What follows belongs to an exercise in optimizing a design on an open flow for small area, a short achievable clock period and few clock cycles per item; a production flow would make more cautious choices. For this run, only the layout was checked, not whether the RTL still works. No activity file was given, so power comes from the tool's default toggle rates.

==> flow/design.v <==
`timescale 1ns / 1ps
package pdtc_pkg;
  localparam int COUNT_BITS_DEF = 16;
  localparam int REG_W          = 16;
  localparam int NUM_BP         = 6;
  localparam int TEMP_W = 15;
  localparam int VOLT_W = 13;
  localparam int SEG_W  = 3;
  localparam int QW = 14;
endpackage
`timescale 1ns / 1ps
`timescale 1ns / 1ps
`timescale 1ns / 1ps
`timescale 1ns / 1ps
`timescale 1ns / 1ps
module pwm_duty_temperature_converter_top
#(
  parameter int COUNT_BITS = pdtc_pkg::COUNT_BITS_DEF
) (
  input  logic                     clk,
  input  logic                     rst_n,
  input  logic                     in_valid,
  output logic                     in_stall,
  input  logic                     in_pin_level,
  output logic                     out_valid,
  input  logic                     out_stall,
  output logic signed [pdtc_pkg::TEMP_W-1:0] out_temperature_centi,
  output logic [pdtc_pkg::VOLT_W-1:0]        out_voltage_mv,
  output logic [pdtc_pkg::SEG_W-1:0]         out_segment,
  input  logic                     cfg_valid,
  output logic                     cfg_ready,
  input  logic [2:0]               cfg_index,
  input  logic [pdtc_pkg::REG_W-1:0]         cfg_wdata
);
  localparam int QW = pdtc_pkg::QW;
  logic [15:0] win_r;
  logic [15:0] bp_r [6];
  assign cfg_ready = 1'b1;
  always_ff @(posedge clk) begin
    if (!rst_n) begin
      win_r    <= 16'd40000;
      bp_r[0]  <= 16'd43133;
      bp_r[1]  <= 16'd39705;
      bp_r[2]  <= 16'd35015;
      bp_r[3]  <= 16'd28817;
      bp_r[4]  <= 16'd20964;
      bp_r[5]  <= 16'd11312;
    end else if (cfg_valid) begin
      case (cfg_index)
        3'd0: win_r   <= cfg_wdata;
        3'd1: bp_r[0] <= cfg_wdata;
        3'd2: bp_r[1] <= cfg_wdata;
        3'd3: bp_r[2] <= cfg_wdata;
        3'd4: bp_r[3] <= cfg_wdata;
        3'd5: bp_r[4] <= cfg_wdata;
        3'd6: bp_r[5] <= cfg_wdata;
        default: ;
      endcase
    end
  end
  logic [15:0] weff;
  assign weff = {win_r[15:1], win_r[0] | (win_r == 16'd0)};
  logic [15:0] sc_r, hc_r;
  logic        hq_v;
  logic [15:0] hq_h;
  logic        stall_r;
  logic        take;
  logic        accept, close_now, close2, w_le1, push, hq_v_nxt, pred;
  assign in_stall  = stall_r;
  assign accept    = in_valid && !stall_r;
  assign close_now = ({1'b0, sc_r} + 17'd1) >= {1'b0, win_r};
  assign close2    = ({1'b0, sc_r} + 17'd2) >= {1'b0, win_r};
  assign w_le1     = (win_r[15:1] == 15'd0);
  assign push      = accept && close_now;
  assign hq_v_nxt  = push || (hq_v && !take);
  assign pred      = cfg_valid || (accept ? (close_now ? w_le1 : close2) : close_now);
  always_ff @(posedge clk) begin
    if (!rst_n) begin
      sc_r    <= '0;
      hc_r    <= '0;
      hq_v    <= 1'b0;
      stall_r <= 1'b0;
    end else begin
      if (accept) begin
        if (close_now) begin
          sc_r <= '0;
          hc_r <= '0;
        end else begin
          sc_r <= sc_r + 16'd1;
          hc_r <= hc_r + {15'd0, in_pin_level};
        end
      end
      hq_v    <= hq_v_nxt;
      stall_r <= hq_v_nxt && pred;
    end
  end
  always_ff @(posedge clk) begin
    if (push) hq_h <= hc_r + {15'd0, in_pin_level};
  end
  localparam logic [2:0] S_IDLE = 3'd0, S_DIFF = 3'd1, S_LOAD = 3'd2,
                         S_DIV  = 3'd3, S_DONE = 3'd4;
  logic [2:0]  st_r;
  logic [3:0]  cnt_r;
  logic [2:0]  k_r;
  logic [15:0] mag_r, ud_r;
  logic        neg_r, dz_r;
  logic [15:0] rt_r, rv_r;            
  logic [QW-1:0] qt_r, qv_r;          
  logic        ovt_r, ovv_r;
  logic        out_free;
  assign out_free = !out_valid || !out_stall;
  logic [15:0] bx [7];
  logic [2:0]  k_sel;
  always_comb begin
    for (int i = 0; i < 6; i++) bx[i] = bp_r[i];
    bx[6] = 16'd0;
    k_sel = 3'd5;
    for (int i = 4; i >= 0; i--) begin
      if (hq_h >= bx[i+1]) k_sel = 3'(i);
    end
  end
  logic [15:0] bk, bk1;
  logic [16:0] ndiff, ddiff;
  always_comb begin
    bk    = bx[k_r];
    bk1   = bx[k_r + 3'd1];
    ndiff = {1'b0, bk} - {1'b0, hq_h};
    ddiff = {1'b0, bk} - {1'b0, bk1};
  end
  logic [25:0] nt;
  logic [28:0] nv;
  assign nt = {mag_r, 10'd0} - {7'd0, mag_r, 3'd0} - {6'd0, mag_r, 4'd0}
            + {11'd0, ud_r[15:1]};
  assign nv = {1'b0, hq_h, 12'd0} + {3'b0, hq_h, 10'd0} - {6'd0, hq_h, 7'd0}
            + {10'd0, hq_h, 3'd0} + {14'd0, win_r[15:1]};
  logic [17:0] tt, tv;
  logic        get, gev;
  always_comb begin
    tt  = {1'b0, rt_r, qt_r[QW-1]} - {2'b0, ud_r};
    tv  = {1'b0, rv_r, qv_r[QW-1]} - {2'b0, weff};
    get = !tt[17];
    gev = !tv[17];
  end
  assign take = (st_r == S_LOAD);
  always_ff @(posedge clk) begin
    if (!rst_n) begin
      st_r <= S_IDLE;
    end else begin
      case (st_r)
        S_IDLE: if (hq_v) st_r <= S_DIFF;
        S_DIFF: st_r <= S_LOAD;
        S_LOAD: st_r <= S_DIV;
        S_DIV:  if (cnt_r == 4'd0) st_r <= S_DONE;
        S_DONE: if (out_free) st_r <= hq_v ? S_DIFF : S_IDLE;
        default: st_r <= S_IDLE;
      endcase
    end
  end
  always_ff @(posedge clk) begin
    if ((st_r == S_IDLE) || (st_r == S_DONE && out_free)) k_r <= k_sel;
    if (st_r == S_DIFF) begin
      mag_r <= ndiff[16] ? (17'd0 - ndiff) : ndiff[15:0];
      ud_r  <= ddiff[16] ? (17'd0 - ddiff) : ddiff[15:0];
      neg_r <= ndiff[16] ^ ddiff[16];
      dz_r  <= (ddiff == 17'd0);
    end
    if (st_r == S_LOAD) begin
      rt_r  <= {4'd0, nt[25:QW]};
      qt_r  <= nt[QW-1:0];
      rv_r  <= {1'b0, nv[28:QW]};
      qv_r  <= nv[QW-1:0];
      cnt_r <= 4'(QW - 1);
    end
    if (st_r == S_DIV) begin
      cnt_r <= cnt_r - 4'd1;
      rt_r  <= get ? tt[15:0] : {rt_r[14:0], qt_r[QW-1]};
      qt_r  <= {qt_r[QW-2:0], get};
      rv_r  <= gev ? tv[15:0] : {rv_r[14:0], qv_r[QW-1]};
      qv_r  <= {qv_r[QW-2:0], gev};
      if (cnt_r == 4'(QW - 1)) begin
        ovt_r <= (rt_r >= ud_r);
        ovv_r <= (rv_r >= weff);
      end
    end
  end
  logic signed [16:0] base, tw;
  logic signed [14:0] tsat;
  logic [12:0]        vsat;
  always_comb begin
    base = 17'sd1000 * $signed({14'd0, k_r}) + 17'sd1000;
    if (dz_r)       tw = base;
    else if (neg_r) tw = base - $signed({3'd0, qt_r});
    else            tw = base + $signed({3'd0, qt_r});
    if (!dz_r && ovt_r)   tsat = neg_r ? -15'sd2000 : 15'sd12000;
    else if (tw < -17'sd2000) tsat = -15'sd2000;
    else if (tw > 17'sd12000) tsat = 15'sd12000;
    else                      tsat = tw[14:0];
    vsat = (ovv_r || (qv_r > 14'd5000)) ? 13'd5000 : qv_r[12:0];
  end
  logic               ov_r;
  logic signed [14:0] ot_r;
  logic [12:0]        ovm_r;
  logic [2:0]         os_r;
  assign out_valid             = ov_r;
  assign out_temperature_centi = ot_r;
  assign out_voltage_mv        = ovm_r;
  assign out_segment           = os_r;
  always_ff @(posedge clk) begin
    if (!rst_n) begin
      ov_r <= 1'b0;
    end else if (st_r == S_DONE && out_free) begin
      ov_r <= 1'b1;
    end else if (!out_stall) begin
      ov_r <= 1'b0;
    end
  end
  always_ff @(posedge clk) begin
    if (st_r == S_DONE && out_free) begin
      ot_r  <= tsat;
      ovm_r <= vsat;
      os_r  <= k_r;
    end
  end
endmodule
==> flow/run.sh <==
#!/bin/bash
# synth_recipe.tcl (not shown) runs the flow's synth.tcl, then flattens the netlist and writes it again
# the make line also repeats each setting of config.mk as NAME=value (left out here)
make -C /OpenROAD-flow-scripts/flow DESIGN_CONFIG=/design/flow/config.mk WORK_HOME=/design/flow/orfs CLKGATE_MAP_FILE= SYNTH_SCRIPT=/design/flow/synth_recipe.tcl finish
==> flow/config.mk <==
export PLATFORM = sky130hd
export DESIGN_NAME = pwm_duty_temperature_converter_top
export DESIGN_NICKNAME = pwm_duty_temperature_converter_top
export VERILOG_FILES = /design/flow/design.v
export SDC_FILE = /design/flow/constraint.sdc
export NUM_CORES = 4
export LEC_CHECK = 0
export CAP_MARGIN = 20
export CORE_MARGIN = 2
export CORE_UTILIZATION = 40
export SLEW_MARGIN = 20
==> flow/constraint.sdc <==
create_clock -name core_clock -period 8.0 [get_ports {clk}]
set_input_delay 1.6000 -clock core_clock [delete_from_list [all_inputs] [get_ports {clk}]]
set_output_delay 1.6000 -clock core_clock [all_outputs]
set_load 0.01 [all_outputs]
==> run notes <==
==> per-layer routing <==
| metal | global-route usage, % | wire length [um] |
|---|---|---|
| met4 | 7.57 | 2530 |
| met1 | 33.1 | 36700 |
| met3 | 3.14 | 5680 |
| met5 | 0 | 0 |
| met2 | 39.5 | 37600 |
==> worst max path at each step <==
stage / slack, ns / startpoint / endpoint
3_5_place_dp: 1.84 / k_r[0] / ot_r[11]
5_1_grt: 1.27 / k_r[0] / ot_r[11]
4_1_cts: 1.84 / k_r[0] / ot_r[11]
6_report: 1.82 / k_r[0] / ot_r[11]
2_1_floorplan: 2.43 / k_r[0] / ot_r[11]
3_3_place_gp: 2.03 / k_r[0] / ot_r[11]
==> metrics by stage <==
stage                     worst slack [ns]  util, %  cell area (um2)  total power [mW]
final                                 1.82     44.9            29100              6.50
after CTS                             1.84     44.9            29000              6.53
after global routing                  1.27     44.9            29100              6.93
after detailed placement              1.84     42.8            27700              4.65
after floorplan                       2.43        -            26300              4.00
after global placement                2.03     42.8            27700              4.59
==> registers in the layout (all words and copies together) (netlist names), 3 cells and up <==
register  flops
hq_h         16
hc_r         16
ot_r         15
cnt_r         4
win_r        16
qv_r         14
rv_r         16
os_r          3
qt_r         14
sc_r         16
ovm_r        13
rt_r         16
mag_r        16
bp_r         96
ud_r         16
st_r          3
k_r           3
==> critical path: stages, from the launching register on <==
cell and delay [ns]:
edfxtp_1 0.62, inv_1 0.24, ha_1 0.42, ha_1 0.22
inv_1 0.06, fa_1 0.40, fa_1 0.52, nor4bb_1 0.31
o2111ai_1 0.22, xnor2_1 0.37, ha_1 0.37, inv_1 0.20
a31oi_1 0.13, a21o_1 0.20, o41ai_1 0.30, o21ai_0 0.15
a31o_1 0.27, or4_4 0.43, o22a_4 0.28, or2_1 0.21
==> cells in the final DEF (no fill, tap or decap), types with 22 or more instances in the layout <==
| cell type | count |
|---|---|
| a211oi_1 | 36 |
| a21o_1 | 71 |
| a21oi_1 | 240 |
| a222oi_1 | 32 |
| a31oi_1 | 38 |
| and2_1 | 25 |
| and3_1 | 30 |
| buf_4 | 25 |
| clkbuf_16 | 40 |
| clkdlybuf4s50_1 | 56 |
| dfxtp_1 | 150 |
| edfxtp_1 | 150 |
| fa_1 | 58 |
| ha_1 | 367 |
| inv_1 | 269 |
| nand2_1 | 372 |
| nand2b_1 | 41 |
| nand3_1 | 71 |
| nand4_1 | 38 |
| nor2_1 | 143 |
| nor2b_1 | 27 |
| nor3_1 | 59 |
| o211ai_1 | 61 |
| o21a_1 | 41 |
| o21ai_0 | 131 |
| o31ai_1 | 22 |
| xnor2_1 | 97 |
| xor2_1 | 63 |
==> report_power, final <==
group	leakage (nW)	switching (mW)	internal, mW
registers	2.60	0.0719	1.81
logic	9.04	1.64	1.12
clock network	0.637	0.771	1.09
total	12.3	2.48	4.02
==> cell families after synthesis <==
group           synth area share (%)
compound gates                  21.2
xor+xnor                        5.33
fa+ha+maj                       21.9
buf+inv                         5.69
flops                           28.6
mux                            0.614
other cells                   0.0143
simple gates                    16.7
==> cell type report <==
cell class	instances	area share [%]
Clock inverter	22	0.947
Multi-Input combinational cell	2355	59.8
Clock buffer	48	3.65
Timing Repair Buffer	83	2.63
Tap cell	855	3.68
Inverter	272	3.51
Sequential cell	300	25.8
==> results.py <==
metrics = {
    "critical_path": {
        "crit_arrival_ns": 6.49,
        "crit_path_end_kind": "flop",
        "criticalPathCategory": "flop to flop",
        "r2r_start": "k_r[0]",
        "rrSetupSlack_ns": 1.82,
        "required_ns": 8.32,
        "critPathLaunchType": "flop",
        "r2r_cells": 19,
        "critPathMaxFanout": 11,
        "r2r-end": "ot_r[11]",
    },
    "placement": {
        "numPortBuffers": 57,
        "place.gp.congestion": 0.927,
        "hpwlAfterDp_mm": 62.1,
        "dp.cells": 3865,
    },
    "cells_and_area": {
        "syn_to_final_growth_pct": 10.6,
        "final_layout_size_suffix_gt1_share_pct": 4.77,
        "fin_cells": 3935,
        "fin_nets": 3501,
        "regArea_um2": 7510,
        "multi_input_area_um2": 17400,
        "n_fill_cell": 6331,
        "num_antenna_cells": 0,
    },
    "detailed_routing": {
        "ant_nets": 0,
        "drt_wl_total_mm": 82.5,
        "drt_first_pass_iters": 9,
        "initialDrtViolationCount": 2015,
        "vias": 22900,
        "route.detailed.drc": 0,
        "avgViaCountPerCell": 5.83,
        "wire_per_inst_um": 21.0,
    },
    "min_path": {
        "hold_depth": 2,
        "hp-class": "flop to flop",
        "hold_end": "win_r[7]",
        "min_from": "win_r[7]",
    },
    "timing": {
        "post-route-period-util_pct": 77.2,
        "fin_worst_skew_ns": 0.0376,
        "slew_violations": 0,
        "rsz0062_at_grt": "no",
        "tightest_slew_ns": 1.06,
        "max_freq_mhz": 162,
        "setup_tns_ns": 0,
        "setup-violations-final": 0,
        "slew_headroom_pct": 29.6,
        "finalHoldViolations": 0,
        "hold_slack_ns": 0.464,
        "min_period_ns": 6.18,
    },
    "clocking": {
        "cts_buffer_depth": 3,
        "numCtsBuffers": 39,
        "clock_latency_ns": 0.60,
        "cts_hold_buf": 0,
        "clockRootBuffer": "clkbuf_16",
        "cts_setup_buffers": 0,
        "cts_tree": "done",
        "cts_htree_levels": 2,
        "ctsResizeCount": 0,
        "clkTransAtPathRegs_ns": 0.06,
        "cts_sinks": 300,
    },
    "die": {
        "num_rows": 93,
        "die-area_um2": 67800,
        "die_h_um": 260,
        "die_w_um": 260,
        "core_area_um2": 64700,
        "initial_core_util_pct": 40.6,
        "io_pins": 59,
    },
    "global_route": {
        "track_usage_pct": 24.2,
        "grt_max_degree": 96,
        "grt_pass1_vias": 22200,
        "grt_pass1_wl_mm": 128,
        "antenna_found_initial": 0,
        "gr-total-overflow": 0,
    },
    "synthesis": {
        "synthesis.nets": 3500,
        "yosys-top-cells-count": "nand2_1 (373), ha_1 (367), inv_1 (271)",
        "ys_ff_latch": 300,
        "seq_area_frac_synth_pct": 28.6,
        "yosysMostFrequentCell": "nand2_1",
        "async_flop_share_pct": 0,
        "avgSynthCellArea_um2": 8.62,
        "ys_types": 88,
        "synthFlopType": "edfxtp_1",
        "synth_edf_count": 150,
        "synth_area_leaders": "ha_1 (17%), edfxtp_1 (17%), dfxtp_1 (11%)",
        "ys_warn_count": 3,
        "syn-cell-area_um2": 26300,
        "synth_top_area_share_pct": 17.5,
        "synth_area_leader_cell": "ha_1",
        "synth_cells": 3050,
    },
    "job": {
        "max-cap-violations": 0,
    },
    "power_and_ir_drop": {
        "leakagePower_nw": 12.3,
        "powerDensity_nw_per_um2": 224,
        "ir_worst_vdd_v": 0.000173,
    },
    "status": {
        "status": "finished clean",
    },
}

[separate check: timing with driven ports]
Ports are ideal in the flow. The routed layout listed here was re-timed in OpenROAD.
Step 1, drivers: a clkbuf_16 drives clk and a buf_2 each remaining input, both assumed.
Step 2, shift: input delay + t, output delay - t, t = (earliest + latest rising clock arrival at the registers) / 2. This alone moves slack from input paths to output paths.
Slacks: ideal / step 1 / step 2; pairs: ideal / step 1.
shift t [ns]: 0.637
setup WS [ns]: 1.825 / 1.825 / 1.825
worst setup path at the end: register to register
pins driven straight from the clock port: 1
After both steps this run still meets setup and hold. The setup slack of this run moves by 0.000 ns with the drivers and by 0.000 ns with both steps.
